Source: an optimization exercise on an open RTL-to-GDS flow (aim: small area and few clock cycles per item). Production flows keep margins and buffers that such runs may drop. In this exercise RTL edits were held to simulation tests only and were not proved equivalent to the original. Power figures rest on the tool's default switching activity, not on a simulated workload.

===== design/flow/run.sh =====
#!/bin/bash
# synth_recipe.tcl (not shown) runs the flow's synth.tcl, then flattens the netlist and writes it again
# the make line also repeats each setting of config.mk as NAME=value (left out here)
make -C /OpenROAD-flow-scripts/flow DESIGN_CONFIG=/design/flow/config.mk WORK_HOME=/design/flow/orfs CLKGATE_MAP_FILE= SYNTH_SCRIPT=/design/flow/synth_recipe.tcl finish

===== design/flow/config.mk =====
export PLATFORM = sky130hd
export DESIGN_NAME = expression_tokenizer_unit
export DESIGN_NICKNAME = expression_tokenizer_unit
export VERILOG_FILES = /design/flow/design.v
export SDC_FILE = /design/flow/constraint.sdc
export NUM_CORES = 4
export LEC_CHECK = 0
export CAP_MARGIN = 20
export CORE_MARGIN = 2
export CORE_UTILIZATION = 40
export SLEW_MARGIN = 20

===== design/flow/design.v =====
package etok_pkg;
    localparam int CH_W     = 8;
    localparam int KIND_W   = 3;
    localparam int VALUE_W  = 32;
    localparam int SYMBOL_W = 8;
    localparam int MAX_FRAC_DIGITS_DEF = 9;
    localparam int INT_BITS_DEF        = 16;
    localparam logic [KIND_W-1:0] KIND_NUM   = 3'd0;
    localparam logic [KIND_W-1:0] KIND_OPER  = 3'd1;
    localparam logic [KIND_W-1:0] KIND_OPEN  = 3'd2;
    localparam logic [KIND_W-1:0] KIND_CLOSE = 3'd3;
    localparam logic [KIND_W-1:0] KIND_INVAL = 3'd4;
    localparam logic [KIND_W-1:0] KIND_END   = 3'd5;
    localparam int GUARD_W   = 25;
    localparam int ACC_W     = 18 + GUARD_W;
    localparam int FRAC_BIAS = -3;
endpackage
import etok_pkg::*;
module expression_tokenizer_unit #(
    parameter int MAX_FRAC_DIGITS = etok_pkg::MAX_FRAC_DIGITS_DEF,
    parameter int INT_BITS        = etok_pkg::INT_BITS_DEF
) (
    input  logic                      clk,
    input  logic                      rst_n,
    input  logic                      s_axis_tvalid,
    output logic                      s_axis_tready,
    input  logic [etok_pkg::CH_W-1:0] s_axis_tdata,    
    input  logic                      s_axis_tlast,    
    output logic                      m_axis_tvalid,
    input  logic                      m_axis_tready,
    output logic [39:0]               m_axis_tdata,    
    output logic [etok_pkg::KIND_W-1:0] m_axis_tuser,  
    output logic                      m_axis_tlast     
);
    logic             act_reg;       
    logic             frac_reg;      
    logic [3:0]       fcnt_reg;      
    logic [16:0]      ipart_reg;     
    logic [ACC_W-1:0] acc_reg;       
    logic             hold_v_reg;
    logic             hold_end_reg;
    logic [7:0]       hold_ch_reg;
    logic [7:0] ch;
    logic [3:0] digit;
    logic       is_end, is_skip, is_digit, is_point, emit_tok, accept;
    assign ch       = s_axis_tdata;
    assign digit    = ch[3:0];
    assign is_end   = s_axis_tlast || (ch == 8'h00);
    assign is_skip  = (ch <= 8'h20) || (ch == 8'h7F);
    assign is_digit = (ch >= 8'h30) && (ch <= 8'h39);
    assign is_point = (ch == 8'h2E) && act_reg && !frac_reg;
    assign emit_tok = is_end || !(is_skip || is_digit || is_point);
    assign s_axis_tready = !emit_tok || (m_axis_tready && !(hold_v_reg && act_reg));
    assign accept        = s_axis_tvalid && s_axis_tready;
    logic [ACC_W-1:0] weight, weight3, part_lo, part_hi;
    logic [19:0]      ipart_x10;
    always_comb
    begin
        weight  = '0;
        weight3 = '0;
        if (fcnt_reg == 4'd0) begin weight = weight | 43'h6666666667; weight3 = weight3 | 43'h13333333335; end
        if (fcnt_reg == 4'd1) begin weight = weight | 43'ha3d70a3d7; weight3 = weight3 | 43'h1eb851eb85; end
        if (fcnt_reg == 4'd2) begin weight = weight | 43'h10624dd30; weight3 = weight3 | 43'h3126e9790; end
        if (fcnt_reg == 4'd3) begin weight = weight | 43'h1a36e2eb; weight3 = weight3 | 43'h4ea4a8c1; end
        if (fcnt_reg == 4'd4) begin weight = weight | 43'h29f16b1; weight3 = weight3 | 43'h7dd4413; end
        if (fcnt_reg == 4'd5) begin weight = weight | 43'h431bde; weight3 = weight3 | 43'hc9539a; end
        if (fcnt_reg == 4'd6) begin weight = weight | 43'h6b5fc; weight3 = weight3 | 43'h1421f4; end
        if (fcnt_reg == 4'd7) begin weight = weight | 43'habcd; weight3 = weight3 | 43'h20367; end
        if (fcnt_reg == 4'd8) begin weight = weight | 43'h112e; weight3 = weight3 | 43'h338a; end
    end
    always_comb
    begin
        case (digit[1:0])
            2'd0:    part_lo = '0;
            2'd1:    part_lo = weight;
            2'd2:    part_lo = weight << 1;
            default: part_lo = weight3;
        endcase
        case (digit[3:2])
            2'd0:    part_hi = '0;
            2'd1:    part_hi = weight << 2;
            default: part_hi = weight << 3;
        endcase
    end
    assign ipart_x10 = ({3'd0, ipart_reg} << 3) + ({3'd0, ipart_reg} << 1) + 20'(digit);
    always_ff @(posedge clk or negedge rst_n)
    begin
        if (!rst_n)
        begin
            act_reg  <= 1'b0;
            frac_reg <= 1'b0;
        end
        else if (accept)
        begin
            if (emit_tok)
            begin
                act_reg  <= 1'b0;
                frac_reg <= 1'b0;
            end
            else if (is_digit)
            begin
                act_reg <= 1'b1;
            end
            else if (is_point)
            begin
                frac_reg <= 1'b1;
            end
        end
    end
    always_ff @(posedge clk)
    begin
        if (accept && !emit_tok && is_digit)
        begin
            if (!act_reg)
            begin
                ipart_reg <= 17'(digit);
                acc_reg   <= ACC_W'((1 << GUARD_W) + FRAC_BIAS);
                fcnt_reg  <= 4'd0;
            end
            else if (!frac_reg)
            begin
                ipart_reg <= (ipart_x10 > 20'd65536) ? 17'd65536 : ipart_x10[16:0];
            end
            else if (fcnt_reg != 4'd9)
            begin
                acc_reg  <= acc_reg + part_lo + part_hi;
                fcnt_reg <= fcnt_reg + 4'd1;
            end
        end
    end
    logic [16:0] int_sum;
    logic [31:0] num_value;
    assign int_sum   = {1'b0, ipart_reg[15:0]} + 17'(acc_reg[ACC_W-1]);
    assign num_value = (ipart_reg[16] || int_sum[16]) ? 32'hFFFF_FFFF
                     : {int_sum[15:0], acc_reg[ACC_W-2:GUARD_W+1]};
    logic hold_load;
    assign hold_load = accept && emit_tok && (hold_v_reg || act_reg);
    always_ff @(posedge clk or negedge rst_n)
    begin
        if (!rst_n)
        begin
            hold_v_reg <= 1'b0;
        end
        else
        begin
            hold_v_reg <= hold_load || (hold_v_reg && !m_axis_tready);
        end
    end
    always_ff @(posedge clk)
    begin
        if (hold_load)
        begin
            hold_ch_reg  <= ch;
            hold_end_reg <= is_end;
        end
    end
    logic       out_num, tok_end;
    logic [7:0] tok_ch;
    assign out_num = !hold_v_reg && act_reg;
    assign tok_ch  = hold_v_reg ? hold_ch_reg  : ch;
    assign tok_end = hold_v_reg ? hold_end_reg : is_end;
    assign m_axis_tvalid = hold_v_reg || (s_axis_tvalid && emit_tok);
    always_comb
    begin
        m_axis_tuser = KIND_INVAL;
        m_axis_tdata = {tok_ch, 32'd0};
        m_axis_tlast = 1'b1;
        if (out_num)
        begin
            m_axis_tuser = KIND_NUM;
            m_axis_tdata = {8'd0, num_value};
            m_axis_tlast = 1'b0;
        end
        else if (tok_end)
        begin
            m_axis_tuser = KIND_END;
            m_axis_tdata = '0;
        end
        else
        begin
            case (tok_ch)
                8'h2B, 8'h2A, 8'h7E, 8'h2F, 8'h5E, 8'h52, 8'h4C:
                begin
                    m_axis_tuser = KIND_OPER;
                end
                8'h28:
                begin
                    m_axis_tuser = KIND_OPEN;
                    m_axis_tdata = '0;
                end
                8'h29:
                begin
                    m_axis_tuser = KIND_CLOSE;
                    m_axis_tdata = '0;
                end
                default:
                begin
                    m_axis_tuser = KIND_INVAL;
                end
            endcase
        end
    end
endmodule

===== design/flow/constraint.sdc =====
create_clock -name core_clock -period 10.0 [get_ports {clk}]
set_input_delay 2.0000 -clock core_clock [delete_from_list [all_inputs] [get_ports {clk}]]
set_output_delay 2.0000 -clock core_clock [all_outputs]
set_load 0.01 [all_outputs]

==> impl_metrics.tcl, run 1 <==
set metrics [dict create \
    status "no timing/DRC/antenna violations" \
    fillerInstances 2391 \
    slowest_delay_ns 0.73 \
    max_clock_freq_mhz 134 \
    grt_pass1_vias 8129 \
    layout-drive-gt1-share_pct 4.43 \
    path_clk_slew_ns 0.06 \
    gr-total-overflow 0 \
    slew_headroom_pct 44.0 \
    drt-vias-per-instance 5.53 \
    synth-main-ff-cell "edfxtp_1" \
    crit_type "in2reg" \
    clock_path_buffers 2 \
    hold_class "reg2reg" \
    powerDensity_nw_per_um2 87.9 \
    multi_input_comb_area_um2 6530 \
    synth_nets 1332 \
    mostFrequentLayoutCell "inv_1" \
    netlist.area_leader.share_pct 23.1 \
    ctsResizeCount 0 \
    port_buffers 58 \
    cts_setup_buffers 0 \
    largest_register_ffs 43 \
    synth_compound_area_share_pct 24.6 \
    synth_area_um2 9510 \
    antenna_found_initial 0 \
    final_hold_viol_count 0 \
    required_ns 10.19 \
    synth-seq-cells 76 \
    ys_types 72 \
    antenna_left 0 \
    start_util_pct 40.6 \
    synth_top_family_by_area "compound AO/OA/AOI/OAI gates" \
    wl_per_cell_um 16.4 \
    ys_seq_area_share_pct 23.8 \
    die_y_um 158 \
    endpoint_kind "flip-flop" \
    nets 1353 \
    htreeDepth 3 \
    crit-reg2reg-capture "acc_reg[42]" \
    p_total_uw 940 \
    synth_xor_xnor_area_share_pct 4.70 \
    synth-edff-count 73 \
    r2r_cells 20 \
    grt_usage_pct 21.2 \
    grt_max_degree 61 \
    routabilityCongestion 0.913 \
    worstHoldStart "frac_reg" \
    die_width_um 158 \
    synth_top_cell_by_area "edfxtp_1" \
    mostFrequentLayoutCells "inv_1, a21oi_1, nand2_1" \
    drc 0 \
    whs_endpoint "frac_reg" \
    ios 59 \
    netlist_instances 1193 \
    slew_viol_final 0 \
    clkSinkCount 76 \
    drtIter0Drc 639 \
    fin_tns_setup_ns 0 \
    crit_family "compound AO/OA/AOI/OAI gates" \
    whs_path_depth 2 \
    cp_common_cell "a21oi_1" \
    synthArstFlopShare_pct 3.95 \
    hpwl_um 19100 \
    critical-path-slowest-cell "o41ai_1" \
    crit_chain "buf_2 > buf_4 > clkinv_1 > nor2_1 > a22oi_1 > fa_1 > inv_1 > ha_1 > a21oi_1 > nand2_1 > o41ai_1 > o311ai_1 > a21o_1 > a211o_1 > a31oi_1 > a2111oi_0 > or3_1 > a21oi_1" \
    cp_max_fo 60 \
    worstMarginPinSlew_ns 0.833 \
    antenna_cells 0 \
    cts_tree "built" \
    r2r_start "fcnt_reg[3]" \
    seq_area_um2 2270 \
    critPathBufInv 4 \
    reg2reg_slack_ns 3.57 \
    synth_area_per_cell_um2 7.97 \
    routed_wl_um 25200 \
    arrival_ns 7.67 \
    setup_viol 0 \
    dr.pass1.iters 5 \
    worstSetupStartpointType "primary input" \
    post-route-period-util_pct 74.8 \
    grt_pass1_wl_um 42500 \
    ir_drop_uv 78.0 \
    clock_latency_ns 0.35 \
    hold_buffers 0 \
    power_leakage_nw 4.61 \
    synth-adder-area-share_pct 19.9 \
    ys_top_cells_by_area "edfxtp_1, ha_1, fa_1" \
    layout_min_cycle_time_ns 7.48 \
    grt_setup_unrepaired "no" \
    core-area_um2 23400 \
    ys.warnings.count 1 \
    yosys.area_share.simple_pct 18.4 \
    root_buffer "clkbuf_16" \
    core.rowCount 56 \
    cap_violations 0 \
    synthMuxAreaShare_pct 0.842 \
    dieArea_um2 25000 \
    syn2layout_area_growth_pct 12.5 \
    vias 8508 \
    cts-buffers-inserted 9 \
    fin_worst_skew_ns 0.0114 \
]
## logic make-up after synthesis
kind of cell	count (synthesis)
DFF	76
adders and majority gates	126
buffers and inverters	194
and+or+nand+nor	371
AOI/OAI and AO/OA	367
muxes	8
xor gates and xnor gates	51
## synthesized netlist by cell type (3+ instances only)
| master | number |
|---|---|
| inv_1 | 133 |
| xor2_1 | 26 |
| ha_1 | 84 |
| or3_1 | 6 |
| a22o_1 | 3 |
| o21bai_1 | 11 |
| o211ai_1 | 10 |
| a21boi_0 | 6 |
| a31o_2 | 4 |
| a211oi_1 | 6 |
| o22ai_1 | 4 |
| buf_1 | 6 |
| dfrtp_1 | 3 |
| o21a_1 | 10 |
| o31ai_1 | 3 |
| fa_1 | 42 |
| a221oi_1 | 4 |
| nor3b_1 | 4 |
| nand3_1 | 27 |
| nor2_1 | 108 |
| nor2b_1 | 8 |
| a21oi_1 | 118 |
| a2bb2oi_1 | 3 |
| clkbuf_1 | 52 |
| o21ai_0 | 73 |
| o41ai_1 | 3 |
| edfxtp_1 | 73 |
| or2_2 | 7 |
| nand2b_1 | 17 |
| a21o_1 | 24 |
| mux2i_1 | 8 |
| xnor2_1 | 25 |
| a22oi_1 | 33 |
| nor3_1 | 19 |
| a31oi_1 | 17 |
| and3_1 | 17 |
| and2_1 | 11 |
| a2111oi_0 | 4 |
| nand4_1 | 13 |
| nand2_1 | 117 |
| a211o_1 | 8 |
## layer usage
metal | vias up | track usage (%) | share of wire (%)
li1 | 4270 | - | -
met1 | 3984 | 31.4 | 50
met2 | 217 | 31.8 | 43
met3 | 37 | 2.93 | 4.6
met4 | 0 | 6.52 | 2.2
met5 | - | 0 | 0
## where the power goes
| group | total, mW | internal (mW) | leakage, nW | switching, mW |
|---|---|---|---|---|
| clock | 0.386 | 0.243 | 0.163 | 0.143 |
| sequential | 0.350 | 0.348 | 0.705 | 0.00206 |
| combinational | 0.203 | 0.0832 | 3.74 | 0.120 |
| total | 0.940 | 0.675 | 4.61 | 0.265 |
## metrics by stage
step	instances	setup slack, ns	area, um2	hold WS, ns	util [%]
after global routing	1538	2.07	10700	0.628	45.7
final	1538	2.52	10700	0.575	45.7
after global placement	1522	2.40	10400	0.565	44.2
after floorplan	1193	3.76	9510	0.501	-
after detailed placement	1522	2.19	10400	0.558	44.2
after CTS	1538	2.54	10700	0.581	45.7
## how the worst max path moves through the flow
| stage | cells past startpoint | slack [ns] | endpoint | from |
|---|---|---|---|---|
| floorplan | 18 | 3.76 | acc_reg[35] | s_axis_tdata[2] |
| global placement | 18 | 2.40 | acc_reg[42] | s_axis_tdata[1] |
| detailed placement | 18 | 2.19 | acc_reg[42] | s_axis_tdata[1] |
| CTS | 18 | 2.54 | acc_reg[42] | s_axis_tdata[1] |
| global route | 18 | 2.07 | acc_reg[42] | s_axis_tdata[1] |
| finish | 18 | 2.52 | acc_reg[42] | s_axis_tdata[1] |
## worst reg2reg max path: cells and delay by family (launching register included)
| family | cells | cell delay, ns |
|---|---|---|
| flops | 1 | 0.63 |
| fa+ha+maj | 2 | 0.90 |
| simple gates | 6 | 1.73 |
| buf+inv | 1 | 0.04 |
| compound gates | 11 | 2.97 |
## final cells by class
| class | count | area share, % |
|---|---|---|
| sequential | 76 | 21.2 |
| inverter | 135 | 4.74 |
| multi-input combinational | 923 | 61.0 |
| clock inverter | 7 | 1.08 |
| timing repair buffer | 69 | 6.11 |
| tap | 319 | 3.73 |
| clock buffer | 9 | 2.11 |
Testbench counts, summed over its fixed seeds: cycles 31,132, tokens 10,951.
==> inputs of run 2 (changes only) <==
--- a/design/flow/design.v
+++ b/design/flow/design.v
@@ -35,7 +35,8 @@
     logic             act_reg;       
     logic             frac_reg;      
     logic [3:0]       fcnt_reg;      
-    logic [16:0]      ipart_reg;     
+    logic [15:0]      ipart_reg;     
+    logic             sat_reg;       
     logic [ACC_W-1:0] acc_reg;       
     logic             hold_v_reg;
     logic             hold_end_reg;
@@ -46,14 +47,13 @@
     assign ch       = s_axis_tdata;
     assign digit    = ch[3:0];
     assign is_end   = s_axis_tlast || (ch == 8'h00);
-    assign is_skip  = (ch <= 8'h20) || (ch == 8'h7F);
-    assign is_digit = (ch >= 8'h30) && (ch <= 8'h39);
+    assign is_skip  = (ch[7:5] == 3'b000) || (ch == 8'h20) || (ch == 8'h7F);
+    assign is_digit = (ch[7:4] == 4'h3) && !(ch[3] && (ch[2] || ch[1]));
     assign is_point = (ch == 8'h2E) && act_reg && !frac_reg;
     assign emit_tok = is_end || !(is_skip || is_digit || is_point);
     assign s_axis_tready = !emit_tok || (m_axis_tready && !(hold_v_reg && act_reg));
     assign accept        = s_axis_tvalid && s_axis_tready;
     logic [ACC_W-1:0] weight, weight3, part_lo, part_hi;
-    logic [19:0]      ipart_x10;
     always_comb
     begin
         weight  = '0;
@@ -68,21 +68,58 @@
         if (fcnt_reg == 4'd7) begin weight = weight | 43'habcd; weight3 = weight3 | 43'h20367; end
         if (fcnt_reg == 4'd8) begin weight = weight | 43'h112e; weight3 = weight3 | 43'h338a; end
     end
-    always_comb
-    begin
-        case (digit[1:0])
+    logic [3:0] fdigit;
+    assign fdigit = (accept && is_digit && frac_reg && !(fcnt_reg[3] && fcnt_reg[0])) ? digit : 4'd0;
+    always_comb
+    begin
+        case (fdigit[1:0])
             2'd0:    part_lo = '0;
             2'd1:    part_lo = weight;
             2'd2:    part_lo = weight << 1;
             default: part_lo = weight3;
         endcase
-        case (digit[3:2])
+        case (fdigit[3:2])
             2'd0:    part_hi = '0;
             2'd1:    part_hi = weight << 2;
             default: part_hi = weight << 3;
         endcase
     end
-    assign ipart_x10 = ({3'd0, ipart_reg} << 3) + ({3'd0, ipart_reg} << 1) + 20'(digit);
+    logic [ACC_W-1:0] csa_s, csa_c, acc_sum;
+    always_comb
+    begin
+        logic c;
+        csa_s = acc_reg ^ part_lo ^ part_hi;
+        csa_c = ((acc_reg & part_lo) | (acc_reg & part_hi) | (part_lo & part_hi)) << 1;
+        c = 1'b0;
+        for (int i = 0; i < ACC_W; i++)
+        begin
+            acc_sum[i] = csa_s[i] ^ csa_c[i] ^ c;
+            c = (csa_s[i] & csa_c[i]) | (c & (csa_s[i] ^ csa_c[i]));
+        end
+    end
+    logic [15:0] ipart_x5;
+    logic [15:0] ipart_x10;
+    logic        ipart_ovf;
+    always_comb
+    begin
+        logic        c;
+        logic [15:0] a, b;
+        a = ipart_reg;
+        b = {ipart_reg[13:0], digit[2] | digit[3], digit[1] | digit[3]};
+        c = digit[3];
+        for (int i = 0; i < 16; i++)
+        begin
+            ipart_x5[i] = a[i] ^ b[i] ^ c;
+            c = (a[i] & b[i]) | (c & (a[i] ^ b[i]));
+        end
+        ipart_x10 = {ipart_x5[14:0], digit[0]};
+        ipart_ovf = c || ipart_x5[15] || ipart_reg[15] || ipart_reg[14];
+    end
+    logic [3:0] fcnt_inc;
+    assign fcnt_inc = {fcnt_reg[3] ^ (fcnt_reg[2] & fcnt_reg[1] & fcnt_reg[0]),
+                       fcnt_reg[2] ^ (fcnt_reg[1] & fcnt_reg[0]),
+                       fcnt_reg[1] ^ fcnt_reg[0],
+                       !fcnt_reg[0]};
     always_ff @(posedge clk or negedge rst_n)
     begin
         if (!rst_n)
@@ -109,30 +146,45 @@
     end
     always_ff @(posedge clk)
     begin
-        if (accept && !emit_tok && is_digit)
+        acc_reg <= frac_reg ? acc_sum : ACC_W'((1 << GUARD_W) + FRAC_BIAS);
+        if (!frac_reg)
+        begin
+            fcnt_reg <= 4'd0;
+        end
+        else if (accept && is_digit && !(fcnt_reg[3] && fcnt_reg[0]))
+        begin
+            fcnt_reg <= fcnt_inc;
+        end
+        if (accept && is_digit && !frac_reg)
         begin
             if (!act_reg)
             begin
-                ipart_reg <= 17'(digit);
-                acc_reg   <= ACC_W'((1 << GUARD_W) + FRAC_BIAS);
-                fcnt_reg  <= 4'd0;
-            end
-            else if (!frac_reg)
-            begin
-                ipart_reg <= (ipart_x10 > 20'd65536) ? 17'd65536 : ipart_x10[16:0];
-            end
-            else if (fcnt_reg != 4'd9)
-            begin
-                acc_reg  <= acc_reg + part_lo + part_hi;
-                fcnt_reg <= fcnt_reg + 4'd1;
-            end
-        end
-    end
-    logic [16:0] int_sum;
+                ipart_reg <= 16'(digit);
+                sat_reg   <= 1'b0;
+            end
+            else
+            begin
+                ipart_reg <= ipart_x10;
+                sat_reg   <= sat_reg || ipart_ovf;
+            end
+        end
+    end
+    logic [15:0] int_sum;
+    logic        int_carry;
     logic [31:0] num_value;
-    assign int_sum   = {1'b0, ipart_reg[15:0]} + 17'(acc_reg[ACC_W-1]);
-    assign num_value = (ipart_reg[16] || int_sum[16]) ? 32'hFFFF_FFFF
-                     : {int_sum[15:0], acc_reg[ACC_W-2:GUARD_W+1]};
+    always_comb
+    begin
+        logic c;
+        c = acc_reg[ACC_W-1];
+        for (int i = 0; i < 16; i++)
+        begin
+            int_sum[i] = ipart_reg[i] ^ c;
+            c = ipart_reg[i] & c;
+        end
+        int_carry = c;
+    end
+    assign num_value = (sat_reg || int_carry) ? 32'hFFFF_FFFF
+                     : {int_sum, acc_reg[ACC_W-2:GUARD_W+1]};
     logic hold_load;
     assign hold_load = accept && emit_tok && (hold_v_reg || act_reg);
     always_ff @(posedge clk or negedge rst_n)
--- a/design/flow/config.mk
+++ b/design/flow/config.mk
@@ -5,7 +5,8 @@
 export SDC_FILE = /design/flow/constraint.sdc
 export NUM_CORES = 4
 export LEC_CHECK = 0
+export ABC_AREA = 1
 export CAP_MARGIN = 20
 export CORE_MARGIN = 2
-export CORE_UTILIZATION = 40
+export CORE_UTILIZATION = 65
 export SLEW_MARGIN = 20
==> run 2 against run 1 <==
Compared with the run above: now fails the layout checks on setup timing; die area fell by 53%; non-clock buffer count rose by 145; design area fell by 13%; critical endpoint is now acc_reg[42]; largest power group is now sequential cells.
==> impl_metrics.tcl, run 2 <==
set metrics [dict create \
    status "failed layout checks" \
    failed_checks "setup timing" \
    p_total_uw 658 \
    grt_pass1_wl_um 34700 \
    worstHoldStart "fcnt_reg[2]" \
    dp_slack_ns -8.91 \
    grt_usage_pct 39.3 \
    crit_family "adder cells" \
    fin_ws_ns -8.22 \
    drc 0 \
    routabilityCongestion 0.986 \
    setup_viol 25 \
    synth_nets 986 \
    synth_most_common_cell "inv_1" \
    syn2layout_area_growth_pct 31.7 \
    grt_setup_unrepaired "yes" \
    drt-vias-per-instance 6.00 \
    fillerInstances 539 \
    crit_type "in2reg" \
    wl_per_cell_um 20.0 \
    synthArstFlopShare_pct 3.95 \
    grt_max_degree 36 \
    ir_drop_uv 78.5 \
    synth-edff-count 26 \
    required_ns 10.29 \
    dr.pass1.iters 6 \
    start_util_pct 65.9 \
    arrival_ns 18.52 \
    final_cell_count_no_fill 1194 \
    cap_violations 0 \
    dieArea_um2 11700 \
    path_clk_slew_ns 0.09 \
    vias 7159 \
    layout_min_cycle_time_ns 18.22 \
    worstSetupStartpointType "primary input" \
    die_width_um 108 \
    ys_top_cells_by_area "fa_1, dfxtp_1, edfxtp_1" \
    dpl.cell_count 1164 \
    htreeDepth 3 \
    fin_tns_setup_ns -105.72 \
    synth_common_cells "inv_1, nand2_1, nor2_1" \
    cp_max_fo 3 \
    clock_path_buffers 2 \
    mostFrequentLayoutCell "buf_4" \
    ys.warnings.count 1 \
    die_y_um 108 \
    hold_class "reg2reg" \
    crit_path_start "s_axis_tdata[5]" \
    synth-seq-cells 76 \
    ios 59 \
    largest_register_ffs 43 \
    synth-main-ff-cell "dfxtp_1" \
    antenna_left 0 \
    gr-total-overflow 0 \
    port_buffers 58 \
    antenna_found_initial 0 \
    drtIter0Drc 993 \
    ys_seq_area_share_pct 25.5 \
    worstMarginPinSlew_ns 1.10 \
    cp_common_cell "fa_2" \
    final_hold_viol_count 0 \
    r2r_start "frac_reg" \
    slew_headroom_pct 26.4 \
    synth_top_cell_by_area "fa_1" \
    slowest_delay_ns 0.37 \
    cts-buffers-inserted 9 \
    core-area_um2 10700 \
    max_clock_freq_mhz 54.9 \
    slew_viol_final 0 \
    netlist.area_leader.share_pct 27.0 \
    nets 1180 \
    cts_tree "built" \
    core.rowCount 38 \
    hold_buffers 0 \
    critical-path-slowest-cell "fa_2" \
    endpoint_kind "flip-flop" \
    clock_latency_ns 0.40 \
    powerDensity_nw_per_um2 70.9 \
    layout-drive-gt1-share_pct 30.2 \
    post-route-period-util_pct 182 \
    netlist_instances 854 \
    synth_area_um2 7050 \
    power_leakage_nw 4.55 \
    root_buffer "clkbuf_8" \
    mostFrequentLayoutCells "buf_4, inv_1, nand2_1" \
    ys_types 46 \
    grt_pass1_vias 7064 \
    fin_worst_skew_ns 0.0141 \
    critPathBufInv 5 \
    hpwl_um 15900 \
    clkSinkCount 76 \
    synth_area_per_cell_um2 8.25 \
    routed_wl_um 23900 \
]
==> run 2: cell count changes after synthesis, sizes merged, moves of 25 or more <==
cell / change
a21oi: -78
ha: -60
dfxtp: +47
xor2: -25
clkbuf: -33
fa: +53
a21o: -26
xnor2: -25
o21ai: -32
edfxtp: -47
a22oi: -32
==> run 2: per-layer routing <==
metal	track usage (%)	up-vias	wire length [um]
met2	65.7	535	11700
met5	0	-	0
li1	-	3077	-
met1	46.8	3374	8280
met3	7.84	173	2180
met4	24.4	0	1710
==> run 2: where the power goes <==
part | switching, mW | internal (mW)
Combinational | 0.0479 | 0.0347
Sequential | 0.00118 | 0.320
Clock | 0.139 | 0.115
Total | 0.188 | 0.470
==> run 2: final cells by class <==
cell class	instances	area, um2	area share (%)
clock buffers	10	128	1.38
repair buffers	214	1760	19.0
diodes	1	2.50	0.0270
multi-input cells	591	4750	51.2
well taps	140	175	1.89
inverters	156	598	6.44
clock inverters	6	63.8	0.688
flip-flops and latches	76	1800	19.4
==> run 2: worst paths after layout <==
check	endpoint	slack, ns	cells after the start
worst max-delay path	acc_reg[42]	-8.22	60
worst min-delay path	fcnt_reg[3]	0.55	2
worst max register to register	acc_reg[42]	-6.91	59
worst min register to register	fcnt_reg[3]	0.55	2
max in group asynchronous	frac_reg	8.04	1
min in group asynchronous	hold_v_reg	1.79	1
==> run 2: worst min-delay path, delay by kind of cell, from the launching register on <==
family,cells,cell delay (ns)
AND/OR/NAND/NOR,1,0.10
AO/OA/AOI/OAI,1,0.05
flip-flops,1,0.36
==> run 2: cells by family after synthesis <==
kind of cell	count (synthesis)	share of synthesized area, %
flops	76	25.5
mux	1	0.142
xor+xnor	1	0.124
compound gates	116	9.25
simple gates	354	23.1
buf+inv	187	10.6
fa+ha+maj	119	31.2
==> run 2: repair_timing <==
item                                    CTS  global route
buffers inserted                         10             5
resized for setup                        27            84
pin swaps                                 9            18
endpoints found under the setup margin   26            26
==> run 2: through the flow <==
step	area (um2)	hold slack, ns	util (%)
2_1_floorplan	7190	0.478	-
3_3_place_gp	8850	0.528	82.7
3_5_place_dp	8850	0.541	82.7
4_1_cts	9140	0.553	85.4
5_1_grt	9280	0.575	86.7
6_report	9280	0.554	86.7
Testbench counts of run 2, summed over its fixed seeds: cycles 31,132, tokens 10,951.
==> inputs of run 3 (changes only) <==
--- a/design/flow/design.v
+++ b/design/flow/design.v
@@ -38,6 +38,7 @@
     logic [15:0]      ipart_reg;     
     logic             sat_reg;       
     logic [ACC_W-1:0] acc_reg;       
+    logic [3:1]       cut_c_reg;     
     logic             hold_v_reg;
     logic             hold_end_reg;
     logic [7:0]       hold_ch_reg;
@@ -69,7 +70,8 @@
         if (fcnt_reg == 4'd8) begin weight = weight | 43'h112e; weight3 = weight3 | 43'h338a; end
     end
     logic [3:0] fdigit;
-    assign fdigit = (accept && is_digit && frac_reg && !(fcnt_reg[3] && fcnt_reg[0])) ? digit : 4'd0;
+    assign fdigit = (s_axis_tvalid && !s_axis_tlast && is_digit && frac_reg
+                     && !(fcnt_reg[3] && fcnt_reg[0])) ? digit : 4'd0;
     always_comb
     begin
         case (fdigit[1:0])
@@ -84,36 +86,75 @@
             default: part_hi = weight << 3;
         endcase
     end
+    localparam int CUT_1 = 11;
+    localparam int CUT_2 = 22;
+    localparam int CUT_3 = 33;
     logic [ACC_W-1:0] csa_s, csa_c, acc_sum;
+    logic [3:1]       cut_c_next;
     always_comb
     begin
         logic c;
         csa_s = acc_reg ^ part_lo ^ part_hi;
         csa_c = ((acc_reg & part_lo) | (acc_reg & part_hi) | (part_lo & part_hi)) << 1;
         c = 1'b0;
+        cut_c_next = '0;
         for (int i = 0; i < ACC_W; i++)
         begin
+            if (i == CUT_1)
+            begin
+                cut_c_next[1] = c;
+                c = cut_c_reg[1];
+            end
+            if (i == CUT_2)
+            begin
+                cut_c_next[2] = c;
+                c = cut_c_reg[2];
+            end
+            if (i == CUT_3)
+            begin
+                cut_c_next[3] = c;
+                c = cut_c_reg[3];
+            end
             acc_sum[i] = csa_s[i] ^ csa_c[i] ^ c;
             c = (csa_s[i] & csa_c[i]) | (c & (csa_s[i] ^ csa_c[i]));
         end
     end
-    logic [15:0] ipart_x5;
+    logic [15:0] ipart_x5a, ipart_x5;
     logic [15:0] ipart_x10;
-    logic        ipart_ovf;
+    logic        ipart_x5a_c, ipart_ovf;
     always_comb
     begin
         logic        c;
-        logic [15:0] a, b;
-        a = ipart_reg;
-        b = {ipart_reg[13:0], digit[2] | digit[3], digit[1] | digit[3]};
-        c = digit[3];
+        logic [15:0] b;
+        b = {ipart_reg[13:0], 2'b00};
+        c = 1'b0;
         for (int i = 0; i < 16; i++)
         begin
-            ipart_x5[i] = a[i] ^ b[i] ^ c;
-            c = (a[i] & b[i]) | (c & (a[i] ^ b[i]));
+            ipart_x5a[i] = ipart_reg[i] ^ b[i] ^ c;
+            c = (ipart_reg[i] & b[i]) | (c & (ipart_reg[i] ^ b[i]));
+        end
+        ipart_x5a_c = c;
+    end
+    always_comb
+    begin
+        logic [2:0] d;
+        logic       c, ones;
+        d = digit[3:1];
+        c = 1'b0;
+        for (int i = 0; i < 3; i++)
+        begin
+            ipart_x5[i] = ipart_x5a[i] ^ d[i] ^ c;
+            c = (ipart_x5a[i] & d[i]) | (c & (ipart_x5a[i] ^ d[i]));
+        end
+        ones = 1'b1;
+        for (int i = 3; i < 16; i++)
+        begin
+            ipart_x5[i] = ipart_x5a[i] ^ (c && ones);
+            ones = ones && ipart_x5a[i];
         end
         ipart_x10 = {ipart_x5[14:0], digit[0]};
-        ipart_ovf = c || ipart_x5[15] || ipart_reg[15] || ipart_reg[14];
+        ipart_ovf = (c && ones) || ipart_x5a_c || ipart_x5[15]
+                 || ipart_reg[15] || ipart_reg[14];
     end
     logic [3:0] fcnt_inc;
     assign fcnt_inc = {fcnt_reg[3] ^ (fcnt_reg[2] & fcnt_reg[1] & fcnt_reg[0]),
@@ -146,7 +187,8 @@
     end
     always_ff @(posedge clk)
     begin
-        acc_reg <= frac_reg ? acc_sum : ACC_W'((1 << GUARD_W) + FRAC_BIAS);
+        acc_reg   <= frac_reg ? acc_sum : ACC_W'((1 << GUARD_W) + FRAC_BIAS);
+        cut_c_reg <= frac_reg ? cut_c_next : 3'b000;
         if (!frac_reg)
         begin
             fcnt_reg <= 4'd0;
@@ -169,22 +211,43 @@
             end
         end
     end
-    logic [15:0] int_sum;
-    logic        int_carry;
-    logic [31:0] num_value;
-    always_comb
-    begin
-        logic c;
-        c = acc_reg[ACC_W-1];
+    logic [ACC_W-1:0] xv;        
+    logic [15:0]      int_sum;
+    logic             int_carry;
+    logic [31:0]      num_value;
+    always_comb
+    begin
+        logic k, ones, kin;
+        k = 1'b0;
+        ones = 1'b1;
+        xv = '0;
+        for (int i = CUT_1; i < ACC_W; i++)
+        begin
+            kin = k && ones;
+            if (i == CUT_1 || i == CUT_2 || i == CUT_3)
+            begin
+                logic cc;
+                cc = (i == CUT_1) ? cut_c_reg[1] : (i == CUT_2) ? cut_c_reg[2] : cut_c_reg[3];
+                xv[i] = acc_reg[i] ^ kin ^ cc;
+                k = (acc_reg[i] && kin) || (acc_reg[i] && cc) || (kin && cc);
+                ones = 1'b1;
+            end
+            else
+            begin
+                xv[i] = acc_reg[i] ^ kin;
+                ones = ones && acc_reg[i];
+            end
+        end
+        ones = 1'b1;
         for (int i = 0; i < 16; i++)
         begin
-            int_sum[i] = ipart_reg[i] ^ c;
-            c = ipart_reg[i] & c;
-        end
-        int_carry = c;
+            int_sum[i] = ipart_reg[i] ^ (xv[ACC_W-1] && ones);
+            ones = ones && ipart_reg[i];
+        end
+        int_carry = xv[ACC_W-1] && ones;
     end
     assign num_value = (sat_reg || int_carry) ? 32'hFFFF_FFFF
-                     : {int_sum, acc_reg[ACC_W-2:GUARD_W+1]};
+                     : {int_sum, xv[ACC_W-2:GUARD_W+1]};
     logic hold_load;
     assign hold_load = accept && emit_tok && (hold_v_reg || act_reg);
     always_ff @(posedge clk or negedge rst_n)
==> design/flow/flow/run.sh (new file) <==
#!/bin/bash
# Own layout flow: the standard flow (standard synthesis, ORFS floorplan to
# finish), with the port buffers that global placement inserts made with the
# smallest buffer cell instead of the delay buffer the resizer picks.
set -euo pipefail
export BUFFER_PORTS_ARGS="-buffer_cell sky130_fd_sc_hd__buf_1"
bash standard.sh > standard.log 2>&1
==> design/flow/standard.sh (new file) <==
#!/bin/bash
# synth_recipe.tcl (not shown) runs the flow's synth.tcl, then flattens the netlist and writes it again
# the make line also repeats each setting of config.mk as NAME=value (left out here)
make -C /OpenROAD-flow-scripts/flow DESIGN_CONFIG=/design/flow/config.mk WORK_HOME=/design/flow/orfs CLKGATE_MAP_FILE= SYNTH_SCRIPT=/design/flow/synth_recipe.tcl "${@:-finish}"
--- a/design/flow/config.mk
+++ b/design/flow/config.mk
@@ -8,5 +8,7 @@
 export ABC_AREA = 1
 export CAP_MARGIN = 20
 export CORE_MARGIN = 2
-export CORE_UTILIZATION = 65
+export CORE_UTILIZATION = 80
+export CTS_BUF_LIST = sky130_fd_sc_hd__clkbuf_8
+export CTS_CLUSTER_SIZE = 20
 export SLEW_MARGIN = 20
removed: design/flow/run.sh
==> run 3 against run 2 <==
Compared with the run above: the run now finishes clean; setup slack improved by 9.2 ns; first-iteration DRC count decreased by 25%; fmax rose by 100%; cell count shrank 8.4%; die area is 13% lower; design area shrank 13%; worst hold slack got worse by 0.029 ns; wire length decreased by 18%; count of clock-buffer cells in the layout did not move; register-to-register slack improved by 9.1 ns; sequential power up 4%; largest cell class unchanged; largest power group unchanged.
==> impl_metrics.tcl, run 3 <==
set metrics [dict create \
    status "no timing/DRC/antenna violations" \
    syn2layout_area_growth_pct 6.98 \
    path_clk_slew_ns 0.09 \
    mostFrequentLayoutCells "inv_1, nand2_1, fa_1" \
    root_buffer "clkbuf_8" \
    synthArstFlopShare_pct 3.80 \
    mostFrequentLayoutCell "inv_1" \
    dieArea_um2 10200 \
    synth_common_cells "inv_1, nand2_1, fa_1" \
    synth_area_um2 7540 \
    cap_violations 0 \
    layout-drive-gt1-share_pct 9.66 \
    cts-buffers-inserted 9 \
    synth-edff-count 26 \
    required_ns 10.25 \
    synth-seq-cells 79 \
    drtIter0Drc 744 \
    routed_wl_um 19700 \
    crit_path_start "s_axis_tdata[7]" \
    synth_area_per_cell_um2 8.12 \
    port_buffers 58 \
    netlist.area_leader.share_pct 25.2 \
    synth_most_common_cell "inv_1" \
    ios 59 \
    wl_per_cell_um 18.0 \
    reg2reg_slack_ns 2.14 \
    worstSetupStartpointType "primary input" \
    synth-main-ff-cell "dfxtp_1" \
    slew_viol_final 0 \
    ir_drop_uv 69.8 \
    arrival_ns 9.31 \
    endpoint_kind "flip-flop" \
    ctsResizeCount 0 \
    vias 6949 \
    largest_register_ffs 43 \
    routabilityCongestion 1.15 \
    whs_endpoint "acc_reg[42]" \
    ys_types 50 \
    post-route-period-util_pct 90.5 \
    hpwl_um 15200 \
    cp_max_fo 14 \
    setup_viol 0 \
    cts_tree "built" \
    fin_tns_setup_ns 0 \
    nets 1099 \
    max_clock_freq_mhz 110 \
    clock_latency_ns 0.37 \
    layout_min_cycle_time_ns 9.05 \
    grt_pass1_wl_um 32000 \
    fin_worst_skew_ns 0.0132 \
    core.rowCount 35 \
    hold_buffers 0 \
    drt-vias-per-instance 6.35 \
    grt_max_degree 34 \
    worstHoldStart "acc_reg[42]" \
    whs_path_depth 1 \
    critPathBufInv 7 \
    ys_top_cells_by_area "fa_1, dfxtp_1, edfxtp_1" \
    p_total_uw 687 \
    crit-reg2reg-capture "acc_reg[21]" \
    grt_setup_unrepaired "no" \
    ys.warnings.count 1 \
    antenna_cells 0 \
    hold_class "reg2reg" \
    synth_nets 1050 \
    cp_common_cell "fa_1" \
    crit_family "adder cells" \
    powerDensity_nw_per_um2 85.1 \
    crit_type "in2reg" \
    final_hold_viol_count 0 \
    fillerInstances 464 \
    netlist_instances 929 \
    grt_pass1_vias 6869 \
    worstMarginPinSlew_ns 0.822 \
    clock_path_buffers 2 \
    critical-path-slowest-cell "fa_1" \
    r2r_cells 27 \
    cts_setup_buffers 0 \
    dr.pass1.iters 9 \
    clkSinkCount 79 \
    start_util_pct 82.0 \
    grt_usage_pct 40.4 \
    htreeDepth 3 \
    final_util_pct 87.8 \
    drc 0 \
    die_width_um 101 \
    antenna_left 0 \
    core-area_um2 9200 \
    slowest_delay_ns 0.50 \
    synth_top_cell_by_area "fa_1" \
    antenna_found_initial 0 \
    gr-total-overflow 0 \
    die_y_um 101 \
    ys_seq_area_share_pct 24.6 \
    power_leakage_nw 3.90 \
    r2r_start "fcnt_reg[1]" \
    slew_headroom_pct 45.0 \
]
## run 3: cell count changes in the layout (fill, tap and decap cells not counted), sizes merged, moves of 11 or more
cell           change
nor3              -31
xor2              +11
a21oi             +27
nor2              -29
o22ai             +13
clkdlybuf4s50     -50
inv               +39
ha                -11
buf               -98
nand2             +20
## run 3: routing by layer
metal  vias to the layer above  GRT usage (%)  share of wire (%)
met5                         -              0                  0
met3                       152           8.18                 10
met4                         0           19.2                5.7
li1                       3051              -                  -
met2                       551           70.6                 49
met1                      3195           48.0                 35
## run 3: report_power, final
group	switching [mW]	internal (mW)
Combinational	0.0314	0.0136
Clock	0.134	0.175
Sequential	0.00158	0.332
## run 3: final cells by class
cell class	count	area (um2)	share of cell area, %
Sequential cell	79	1860	23.0
Tap cell	111	139	1.72
Clock buffer	10	138	1.71
Clock inverter	6	116	1.44
Multi-Input combinational cell	628	4820	59.7
Inverter	194	728	9.02
Timing Repair Buffer	66	278	3.44
## run 3: worst max-delay path by stage
stage / to / slack (ns) / cells after the start
2_1_floorplan: acc_reg[21] / 1.54 / 26
3_3_place_gp: acc_reg[21] / 1.05 / 28
3_5_place_dp: acc_reg[21] / 0.67 / 28
4_1_cts: acc_reg[21] / 1.00 / 27
5_1_grt: acc_reg[21] / 0.58 / 28
6_report: acc_reg[21] / 0.95 / 27
## run 3: stage by stage
step                      hold slack [ns]  cells  cell area, um2  setup slack, ns
after floorplan                     0.443    929            7540             1.54
after global placement              0.466   1078            7820             1.05
after detailed placement            0.484   1078            7820            0.670
after CTS                           0.511   1094            8070             1.00
after global routing                0.551   1094            8070            0.577
final                               0.526   1094            8070            0.945
## run 3: kinds of logic (layout without fill, tap and decap cells)
logic type / Yosys count / count (layout) / share of synthesized area, %
multiplexers: 1 / 1 / 0.133
AND/OR/NAND/NOR: 324 / 324 / 19.5
XOR/XNOR: 16 / 16 / 1.86
buffers and inverters: 222 / 276 / 11.6
adder cells (fa/ha/maj): 108 / 108 / 27.4
flip-flops: 79 / 79 / 24.6
AO/OA/AOI/OAI: 179 / 179 / 15.0
Testbench counts of run 3, summed over its fixed seeds: cycles 31,132, tokens 10,951.
==> inputs of run 4 (changes only) <==
==> design/flow/run.sh (new file) <==
#!/bin/bash
# synth_recipe.tcl (not shown) runs the flow's synth.tcl, then flattens the netlist and writes it again
# the make line also repeats each setting of config.mk as NAME=value (left out here)
make -C /OpenROAD-flow-scripts/flow DESIGN_CONFIG=/design/flow/config.mk WORK_HOME=/design/flow/orfs CLKGATE_MAP_FILE= SYNTH_SCRIPT=/design/flow/synth_recipe.tcl finish
--- a/design/flow/config.mk
+++ b/design/flow/config.mk
@@ -8,7 +8,5 @@
 export ABC_AREA = 1
 export CAP_MARGIN = 20
 export CORE_MARGIN = 2
-export CORE_UTILIZATION = 80
-export CTS_BUF_LIST = sky130_fd_sc_hd__clkbuf_8
-export CTS_CLUSTER_SIZE = 20
+export CORE_UTILIZATION = 65
 export SLEW_MARGIN = 20
removed: design/flow/flow/run.sh
removed: design/flow/standard.sh
==> run 4 against run 3 <==
Compared with the run above: flip-flop and latch count unchanged; total power up 4.4%; clock skew down 0.0041 ns; critical path depth unchanged; design area up 5.4%; still clean on timing, DRC and antenna; setup slack worse by 0.26 ns; register-to-register slack better by 0.10 ns; count of clock-buffer cells in the layout up 1; sequential share of layout area down 1.2 points.
==> impl_metrics.tcl, run 4 <==
set metrics [dict create \
    status "no timing/DRC/antenna violations" \
    ios 59 \
    nets 1100 \
    ys_top_cells_by_area "fa_1, dfxtp_1, edfxtp_1" \
    slew_headroom_pct 48.1 \
    p_total_uw 717 \
    core-area_um2 11400 \
    ir_drop_uv 83.3 \
    hpwl_um 15300 \
    max_clock_freq_mhz 107 \
    antenna_cells 0 \
    required_ns 10.24 \
    port_buffers 58 \
    antenna_left 0 \
    fin_worst_skew_ns 0.00914 \
    cp_max_fo 14 \
    fin_tns_setup_ns 0 \
    ys_seq_area_share_pct 24.6 \
    netlist.area_leader.share_pct 25.2 \
    antenna_found_initial 0 \
    final_cell_count_no_fill 1127 \
    dpl.cell_count 1111 \
    path_clk_slew_ns 0.06 \
    layout-drive-gt1-share_pct 9.55 \
    clock_path_buffers 2 \
    synth_most_common_cell "inv_1" \
    hold_class "reg2reg" \
    drt-vias-per-instance 5.87 \
    dieArea_um2 12500 \
    dr.pass1.iters 7 \
    gr-total-overflow 0 \
    layout_min_cycle_time_ns 9.32 \
    fin_ws_ns 0.682 \
    synth_area_um2 7540 \
    grt_pass1_wl_um 32900 \
    arrival_ns 9.55 \
    die_width_um 112 \
    drtIter0Drc 742 \
    powerDensity_nw_per_um2 84.2 \
    cts-buffers-inserted 9 \
    hold_buffers 0 \
    final_hold_viol_count 0 \
    routabilityCongestion 1.02 \
    ys.warnings.count 1 \
    syn2layout_area_growth_pct 12.8 \
    cap_violations 0 \
    synth-main-ff-cell "dfxtp_1" \
    synth-seq-cells 79 \
    drc 0 \
    mostFrequentLayoutCell "inv_1" \
    die_y_um 112 \
    cts_tree "built" \
    start_util_pct 66.4 \
    synth-edff-count 26 \
    ctsResizeCount 0 \
    worstMarginPinSlew_ns 0.776 \
    post-route-period-util_pct 93.2 \
    largest_register_ffs 43 \
    vias 6610 \
    power_leakage_nw 4.06 \
    synthArstFlopShare_pct 3.80 \
    root_buffer "clkbuf_16" \
    core.rowCount 39 \
    routed_wl_um 19800 \
    endpoint_kind "flip-flop" \
    clock_latency_ns 0.36 \
    setup_viol 0 \
    grt_setup_unrepaired "no" \
    slew_viol_final 0 \
    crit_type "in2reg" \
    grt_pass1_vias 6892 \
    mostFrequentLayoutCells "inv_1, nand2_1, fa_1" \
    synth_top_cell_by_area "fa_1" \
    grt_max_degree 34 \
    grt_usage_pct 33.4 \
    htreeDepth 3 \
    worstSetupStartpointType "primary input" \
    synth_common_cells "inv_1, nand2_1, fa_1" \
    dp_slack_ns 0.444 \
    synth_nets 1050 \
    netlist_instances 929 \
    ys_types 50 \
    synth_area_per_cell_um2 8.12 \
    final_util_pct 74.9 \
    clkSinkCount 79 \
    cts_setup_buffers 0 \
    wl_per_cell_um 17.5 \
]
[run 4: final cells by class]
class | count | area [um2]
sequential | 79 | 1860
clock inverter | 5 | 50.0
multi-input combinational | 628 | 4820
timing repair buffer | 67 | 648
inverter | 194 | 728
tap | 143 | 179
fill | 810 | 2860
clock buffer | 11 | 233
[run 4: cells by family after synthesis]
family                   after synthesis  share of synthesized area [%]
AO/OA/AOI/OAI                        179                           15.0
XOR/XNOR                              16                           1.86
flip-flops                            79                           24.6
multiplexers                           1                          0.133
buffers and inverters                222                           11.6
adder cells (fa/ha/maj)              108                           27.4
AND/OR/NAND/NOR                      324                           19.5
[run 4: final timing paths]
path / from / to / slack [ns] / depth (start not counted)
min: acc_reg[42] / acc_reg[42] / 0.49 / 1
max: s_axis_tdata[2] / acc_reg[21] / 0.68 / 27
max reg2reg: frac_reg / acc_reg[21] / 2.24 / 26
max in group asynchronous: rst_n / frac_reg / 7.98 / 1
min reg2reg: acc_reg[42] / acc_reg[42] / 0.49 / 1
min in group asynchronous: rst_n / hold_v_reg / 1.84 / 1
[run 4: report_power, final]
| part | internal, mW | switching (mW) | total, mW |
|---|---|---|---|
| clock | 0.192 | 0.134 | 0.326 |
| combinational | 0.0257 | 0.0316 | 0.0573 |
| sequential | 0.332 | 0.00165 | 0.334 |
[run 4: per-layer routing]
| layer | GRT usage, % | vias to the layer above | part of all wire [%] |
|---|---|---|---|
| met4 | 16.2 | 0 | 4.4 |
| li1 | - | 3052 | - |
| met2 | 56.6 | 328 | 50 |
| met3 | 7.84 | 90 | 6.6 |
| met5 | 0 | - | 0 |
| met1 | 40.3 | 3140 | 39 |
[run 4: worst max-delay path: stages]
cell and delay, ns:
clkdlybuf4s50_1 0.51, o21ai_1 0.21, nand3_1 0.14, inv_1 0.08, nand2_1 0.17, nor2_4 0.27
nand2_1 0.23, inv_1 0.43, nand2_1 0.13, o221ai_1 0.12, fa_1 0.47, inv_1 0.10
fa_1 0.20, fa_1 0.18, inv_1 0.05, fa_1 0.44, fa_1 0.47, fa_1 0.46
fa_1 0.46, fa_1 0.46, fa_1 0.43, inv_1 0.10, fa_1 0.17, inv_1 0.05
fa_1 0.44, fa_1 0.47, or2_2 0.29
[run 4: through the flow]
stage | area (um2) | hold WS, ns
floorplan | 7540 | 0.443
global placement | 8230 | 0.461
detailed placement | 8230 | 0.482
CTS | 8510 | 0.489
global route | 8510 | 0.529
finish | 8510 | 0.494
==> inputs of run 5 (changes only) <==
==> design/flow/flow/run.sh (new file) <==
#!/bin/bash
# Own layout flow: the standard flow (standard synthesis, ORFS floorplan to
# finish) with two changes: the port buffers that global placement inserts use
# the smallest buffer cell instead of a delay buffer, and clock tree synthesis
# uses one buffer type in larger sink clusters without dummy loads.
set -euo pipefail
export BUFFER_PORTS_ARGS="-buffer_cell sky130_fd_sc_hd__buf_1"
export RECOVER_POWER=100
export CTS_ARGS="-sink_clustering_enable -repair_clock_nets -buf_list sky130_fd_sc_hd__clkbuf_8 -sink_clustering_size 16 -dont_use_dummy_load"
bash standard.sh > standard.log 2>&1
==> design/flow/standard.sh (new file) <==
#!/bin/bash
# synth_recipe.tcl (not shown) runs the flow's synth.tcl, then flattens the netlist and writes it again
# the make line also repeats each setting of config.mk as NAME=value (left out here)
make -C /OpenROAD-flow-scripts/flow DESIGN_CONFIG=/design/flow/config.mk WORK_HOME=/design/flow/orfs CLKGATE_MAP_FILE= SYNTH_SCRIPT=/design/flow/synth_recipe.tcl "${@:-finish}"
removed: design/flow/run.sh
==> run 5 against run 4 <==
Compared with the run above: the layout now fails its checks (capacitance limit, slew limit); wire length fell by 3.5%; clock power fell by 41%; clock skew rose by 0.015 ns; combinational power fell by 24%; flip-flop and latch count did not move; total power fell by 21%; synthesized area did not move; worst hold slack improved by 0.020 ns; critical path type unchanged; largest power group unchanged; highest routed layer unchanged.
==> impl_metrics.tcl, run 5 <==
set metrics [dict create \
    endpoint_kind "flip-flop" \
    dr.pass1.iters 6 \
    grt_max_degree 34 \
    antenna_found_initial 0 \
    cts_setup_buffers 0 \
    antenna_left 0 \
    synth_area_um2 7540 \
    drt-vias-per-instance 5.77 \
    port_buffers 58 \
    synth_common_cells "inv_1, nand2_1, fa_1" \
    clock_latency_ns 0.39 \
    slowest_delay_ns 0.49 \
    holdWs_ns 0.513 \
    fin_worst_skew_ns 0.0237 \
    mostFrequentLayoutCell "inv_1" \
    arrival_ns 9.32 \
    syn2layout_area_growth_pct 3.70 \
    max_clock_freq_mhz 111 \
    fin_ws_ns 0.951 \
    r2r_start "frac_reg" \
    ys_top_cells_by_area "fa_1, dfxtp_1, edfxtp_1" \
    cp_common_cell "fa_1" \
    setup_viol 0 \
    critical-path-slowest-cell "nor2_1" \
    dieArea_um2 12500 \
    worstSetupStartpointType "primary input" \
    cap_violations 1 \
    layout-drive-gt1-share_pct 5.74 \
    largest_register_ffs 43 \
    ios 59 \
    crit_type "in2reg" \
    mostFrequentLayoutCells "inv_1, nand2_1, fa_1" \
    synthArstFlopShare_pct 3.80 \
    start_util_pct 66.4 \
    power_leakage_nw 3.80 \
    hpwl_um 15200 \
    antenna_cells 0 \
    slew_viol_final 34 \
    vias 6454 \
    htreeDepth 3 \
    ir_drop_uv 77.5 \
    hold_buffers 0 \
    final_cell_count_no_fill 1119 \
    crit_path_start "s_axis_tdata[1]" \
    dp_slack_ns 0.860 \
    grt_pass1_vias 6649 \
    synth-main-ff-cell "dfxtp_1" \
    cts-buffers-inserted 9 \
    netlist_instances 929 \
    synth_nets 1050 \
    routabilityCongestion 1.05 \
    fin_tns_setup_ns 0 \
    root_buffer "clkbuf_8" \
    synth-seq-cells 79 \
    grt_setup_unrepaired "no" \
    netlist.area_leader.share_pct 25.2 \
    synth-edff-count 26 \
    final_hold_viol_count 0 \
    die_y_um 112 \
    synth_area_per_cell_um2 8.12 \
    cp_max_fo 14 \
    slew_headroom_pct -23.4 \
    clock_path_buffers 2 \
    grt_pass1_wl_um 32000 \
    ys_seq_area_share_pct 24.6 \
    nets 1099 \
    failed_checks "capacitance limit, slew limit" \
    drtIter0Drc 650 \
    cts_tree "built" \
    clkSinkCount 79 \
    grt_usage_pct 32.2 \
    synth_most_common_cell "inv_1" \
    ys_types 50 \
    dpl.cell_count 1110 \
    core-area_um2 11400 \
    gr-total-overflow 0 \
    synth_top_cell_by_area "fa_1" \
    drc 0 \
    ctsResizeCount 0 \
    hold_class "reg2reg" \
    worstHoldStart "fcnt_reg[2]" \
    worstMarginPinSlew_ns 1.85 \
    post-route-period-util_pct 90.5 \
    powerDensity_nw_per_um2 72.8 \
    layout_min_cycle_time_ns 9.05 \
    routed_wl_um 19100 \
    ys.warnings.count 1 \
    wl_per_cell_um 17.0 \
    die_width_um 112 \
    crit_family "adder cells" \
    core.rowCount 39 \
    required_ns 10.27 \
    status "failed layout checks" \
    critPathBufInv 8 \
    path_clk_slew_ns 0.07 \
]
-- run 5: changes by cell type in the layout (fill, tap and decap cells not counted), sizes merged --
cell / previous run / this run
bufinv: 1 / 0
clkinv: 6 / 2
buf: 9 / 60
clkbuf: 11 / 15
clkdlybuf4s50: 58 / 0
-- run 5: final timing paths --
path                       cells after the start  slack, ns          end
setup / recovery                              26       0.95  acc_reg[21]
hold / removal                                 2       0.51  fcnt_reg[2]
setup reg to reg                              24       2.31  acc_reg[21]
hold reg to reg                                2       0.51  fcnt_reg[2]
max in group asynchronous                      1       8.41   hold_v_reg
min in group asynchronous                      1       1.41      act_reg
-- run 5: layer usage --
| metal | global-route usage (%) | wire [um] | up-vias | share of wire (%) |
|---|---|---|---|---|
| li1 | - | - | 3042 | - |
| met1 | 40.3 | 7830 | 3077 | 41 |
| met2 | 54.5 | 9280 | 273 | 49 |
| met3 | 6.31 | 1240 | 62 | 6.5 |
| met4 | 14.6 | 715 | 0 | 3.8 |
| met5 | 0 | 0 | - | 0 |
-- run 5: cell type report --
cell class	instances	area, um2
Multi-Input combinational cell	628	4670
Tap cell	143	179
Timing Repair Buffer	66	263
Fill cell	958	3550
Clock buffer	9	124
Inverter	194	728
Sequential cell	79	1860
-- run 5: per-stage QoR --
step | total power, mW | utilization, % | instance area (um2)
finish | 0.569 | 68.8 | 7820
global route | 0.589 | 68.8 | 7820
CTS | 0.572 | 70.2 | 7980
detailed placement | 0.385 | 69.1 | 7860
global placement | 0.383 | 69.1 | 7860
floorplan | 0.370 | - | 7540
-- run 5: where the power goes --
group	total, mW	leakage, nW	switching [mW]	internal [mW]
Clock	0.192	0.0647	0.111	0.0804
Combinational	0.0438	3.06	0.0307	0.0131
Sequential	0.333	0.683	0.00162	0.332
-- run 5: worst register-to-register path, cell delays in order (launching register included) --
cell,delay (ns)
dfrtp_1,0.34
buf_4,0.34
nand2_1,0.10
a211oi_1,0.20
nand2_1,0.21
nor2_1,0.49
inv_1,0.41
o22ai_1,0.31
fa_1,0.45
inv_1,0.08
fa_1,0.19
fa_1,0.17
inv_1,0.05
fa_1,0.44
fa_1,0.47
fa_1,0.46
fa_1,0.46
fa_1,0.46
fa_1,0.42
inv_1,0.08
fa_1,0.16
inv_1,0.05
fa_1,0.45
fa_1,0.47
or2_2,0.29
-- run 5: logic make-up (layout without fill, tap and decap cells) --
group	Yosys count	after routing	share of synthesized area (%)
multiplexers	1	1	0.133
AND/OR/NAND/NOR	324	324	19.5
XOR/XNOR	16	16	1.86
buffers and inverters	222	269	11.6
flip-flops	79	79	24.6
AO/OA/AOI/OAI	179	179	15.0
adder cells (fa/ha/maj)	108	108	27.4
==> inputs of run 6 (changes only) <==
--- a/design/flow/flow/run.sh
+++ b/design/flow/flow/run.sh
@@ -5,6 +5,5 @@
 # uses one buffer type in larger sink clusters without dummy loads.
 set -euo pipefail
 export BUFFER_PORTS_ARGS="-buffer_cell sky130_fd_sc_hd__buf_1"
-export RECOVER_POWER=100
 export CTS_ARGS="-sink_clustering_enable -repair_clock_nets -buf_list sky130_fd_sc_hd__clkbuf_8 -sink_clustering_size 16 -dont_use_dummy_load"
 bash standard.sh > standard.log 2>&1
==> run 6 against run 5 <==
Compared with the run above: the run now finishes clean; first-iteration DRC count rose by 8.3%; flip-flop and latch count did not move; total power rose by 0.29%; largest power group unchanged; clock power barely moved.
==> impl_metrics.tcl, run 6 <==
set metrics [dict create \
    synth_area_per_cell_um2 8.12 \
    vias 6445 \
    synth_most_common_cell "inv_1" \
    status "no timing/DRC/antenna violations" \
    grt_setup_unrepaired "no" \
    drc 0 \
    cp_common_cell "fa_1" \
    routabilityCongestion 1.05 \
    path_clk_slew_ns 0.07 \
    hold_buffers 0 \
    antenna_found_initial 0 \
    ys_seq_area_share_pct 24.6 \
    fin_tns_setup_ns 0 \
    ir_drop_uv 72.8 \
    synth-seq-cells 79 \
    antenna_cells 0 \
    routed_wl_um 19100 \
    slew_viol_final 0 \
    dieArea_um2 12500 \
    arrival_ns 8.98 \
    drtIter0Drc 704 \
    clock_latency_ns 0.39 \
    fin_worst_skew_ns 0.0242 \
    critPathBufInv 8 \
    netlist.area_leader.share_pct 25.2 \
    clkSinkCount 79 \
    synth_area_um2 7540 \
    gr-total-overflow 0 \
    ys.warnings.count 1 \
    layout-drive-gt1-share_pct 9.02 \
    wl_per_cell_um 17.0 \
    grt_max_degree 34 \
    grt_pass1_vias 6649 \
    endpoint_kind "flip-flop" \
    slew_headroom_pct 49.3 \
    synth_common_cells "inv_1, nand2_1, fa_1" \
    synth-edff-count 26 \
    ios 59 \
    synth_nets 1050 \
    crit_end "acc_reg[21]" \
    syn2layout_area_growth_pct 5.79 \
    crit_family "adder cells" \
    final_hold_viol_count 0 \
    r2r_cells 27 \
    core.rowCount 39 \
    root_buffer "clkbuf_8" \
    grt_pass1_wl_um 32000 \
    fillerInstances 929 \
    worstSetupStartpointType "primary input" \
    drt-vias-per-instance 5.76 \
    cap_violations 0 \
    port_buffers 58 \
    critical-path-slowest-cell "fa_1" \
    start_util_pct 66.4 \
    cts_tree "built" \
    ctsResizeCount 0 \
    post-route-period-util_pct 87.1 \
    power_leakage_nw 3.84 \
    die_y_um 112 \
    max_clock_freq_mhz 115 \
    worstMarginPinSlew_ns 0.759 \
    slowest_delay_ns 0.47 \
    htreeDepth 3 \
    core-area_um2 11400 \
    hpwl_um 15200 \
    grt_usage_pct 32.2 \
    r2r_start "fcnt_reg[1]" \
    cts-buffers-inserted 9 \
    crit_type "in2reg" \
    ys_top_cells_by_area "fa_1, dfxtp_1, edfxtp_1" \
    reg2reg_slack_ns 2.26 \
    crit_path_start "s_axis_tdata[1]" \
    synth-main-ff-cell "dfxtp_1" \
    mostFrequentLayoutCell "inv_1" \
    netlist_instances 929 \
    synthArstFlopShare_pct 3.80 \
    crit-reg2reg-capture "acc_reg[21]" \
    die_width_um 112 \
    setup_viol 0 \
    clock_path_buffers 2 \
    cp.depth 28 \
    synth_top_cell_by_area "fa_1" \
    cp_max_fo 14 \
    antenna_left 0 \
    hold_class "reg2reg" \
    nets 1099 \
    required_ns 10.27 \
    p_total_uw 571 \
    ys_types 50 \
    final_util_pct 70.2 \
    cts_setup_buffers 0 \
    dr.pass1.iters 6 \
    layout_min_cycle_time_ns 8.71 \
    powerDensity_nw_per_um2 71.5 \
    holdWs_ns 0.512 \
    mostFrequentLayoutCells "inv_1, nand2_1, fa_1" \
    largest_register_ffs 43 \
]
==> run 6: per-stage QoR <==
step / setup slack [ns] / cell area, um2 / cells
after floorplan: 1.54 / 7540 / 929
after global placement: 0.982 / 7860 / 1110
after detailed placement: 0.860 / 7860 / 1110
after CTS: 1.27 / 7980 / 1119
after global routing: 0.864 / 7980 / 1119
final: 1.29 / 7980 / 1119
==> run 6: report_power, final <==
group          total, mW  switching [mW]  leakage [nW]  internal (mW)
logic             0.0449          0.0313          3.09         0.0135
clock network      0.193           0.112        0.0647         0.0804
registers          0.333         0.00162         0.683          0.332
==> run 6: worst min path at each step <==
stage	cells past startpoint	from	end	slack (ns)
after floorplan	1	acc_reg[42]	acc_reg[42]	0.44
after global placement	1	acc_reg[42]	acc_reg[42]	0.48
after detailed placement	2	fcnt_reg[2]	fcnt_reg[2]	0.50
after CTS	2	fcnt_reg[2]	fcnt_reg[2]	0.51
after global routing	2	fcnt_reg[2]	fcnt_reg[2]	0.54
final	2	fcnt_reg[2]	fcnt_reg[2]	0.51
==> run 6: kinds of logic after synthesis <==
| kind of cell | share of synthesized area, % |
|---|---|
| simple gates | 19.5 |
| buf+inv | 11.6 |
| compound gates | 15.0 |
| fa+ha+maj | 27.4 |
| flops | 24.6 |
| xor+xnor | 1.86 |
| mux | 0.133 |
==> run 6: per-layer routing <==
layer	GRT usage [%]	vias up	wire [um]
met5	0	-	0
met4	14.6	0	665
met3	6.31	55	1220
met2	54.5	254	9370
met1	40.3	3095	7810
li1	-	3041	-
==> run 6: worst min-delay path: cells and delay by family, from the launching register on <==
family	cells	cell delay, ns
and+or+nand+nor	1	0.07
AOI/OAI and AO/OA	1	0.05
DFF	1	0.34
==> run 6: area by class of cell <==
type	instances	area, um2	share of cell area, %
multi-input cells	628	4820	60.3
inverters	194	728	9.12
well taps	143	179	2.24
repair buffers	66	278	3.48
clock buffers	9	124	1.55
flip-flops and latches	79	1860	23.3

==> afterwards: timing with drivers on the ports <==
Ports are ideal in the flow. The routed layouts listed here were re-timed in OpenROAD. Step 1: set_driving_cell puts a clkbuf_16 on clk and a buf_2 on each other input, an assumption about the parent block. Step 2 adds t to the input delays and takes it off the output delays; t is the mean of the earliest and latest rising clock arrival at the registers after step 1. Input paths then give back, and output paths get back, about the clock's delay inside the block. a / b / c = ideal ports / drivers / drivers and shift; a / b = the first two.
run | t (ns) | setup WS [ns] | hold slack, ns | slew at the worst register clock pin (ns)
run 1 | 0.384 | 2.520 / 2.535 / 2.151 | 0.575 / 0.575 / 0.575 | 0.07 / 0.07
run 2 | 0.426 | -8.224 / -8.223 / -8.649 | 0.554 / 0.554 / 0.554 | 0.09 / 0.09
run 3 | 0.398 | 0.945 / 0.945 / 0.547 | 0.526 / 0.526 / 0.526 | 0.09 / 0.09
run 4 | 0.397 | 0.682 / 0.703 / 0.306 | 0.494 / 0.493 / 0.493 | 0.06 / 0.06
run 5 | 0.415 | 0.951 / 0.966 / 0.551 | 0.513 / 0.513 / 0.513 | 0.09 / 0.09
run 6 | 0.416 | 1.289 / 1.305 / 0.889 | 0.512 / 0.512 / 0.512 | 0.09 / 0.09
For run 2, which loses most, drivers alone change the setup slack by +0.001 ns; drivers and shift together by -0.425 ns.
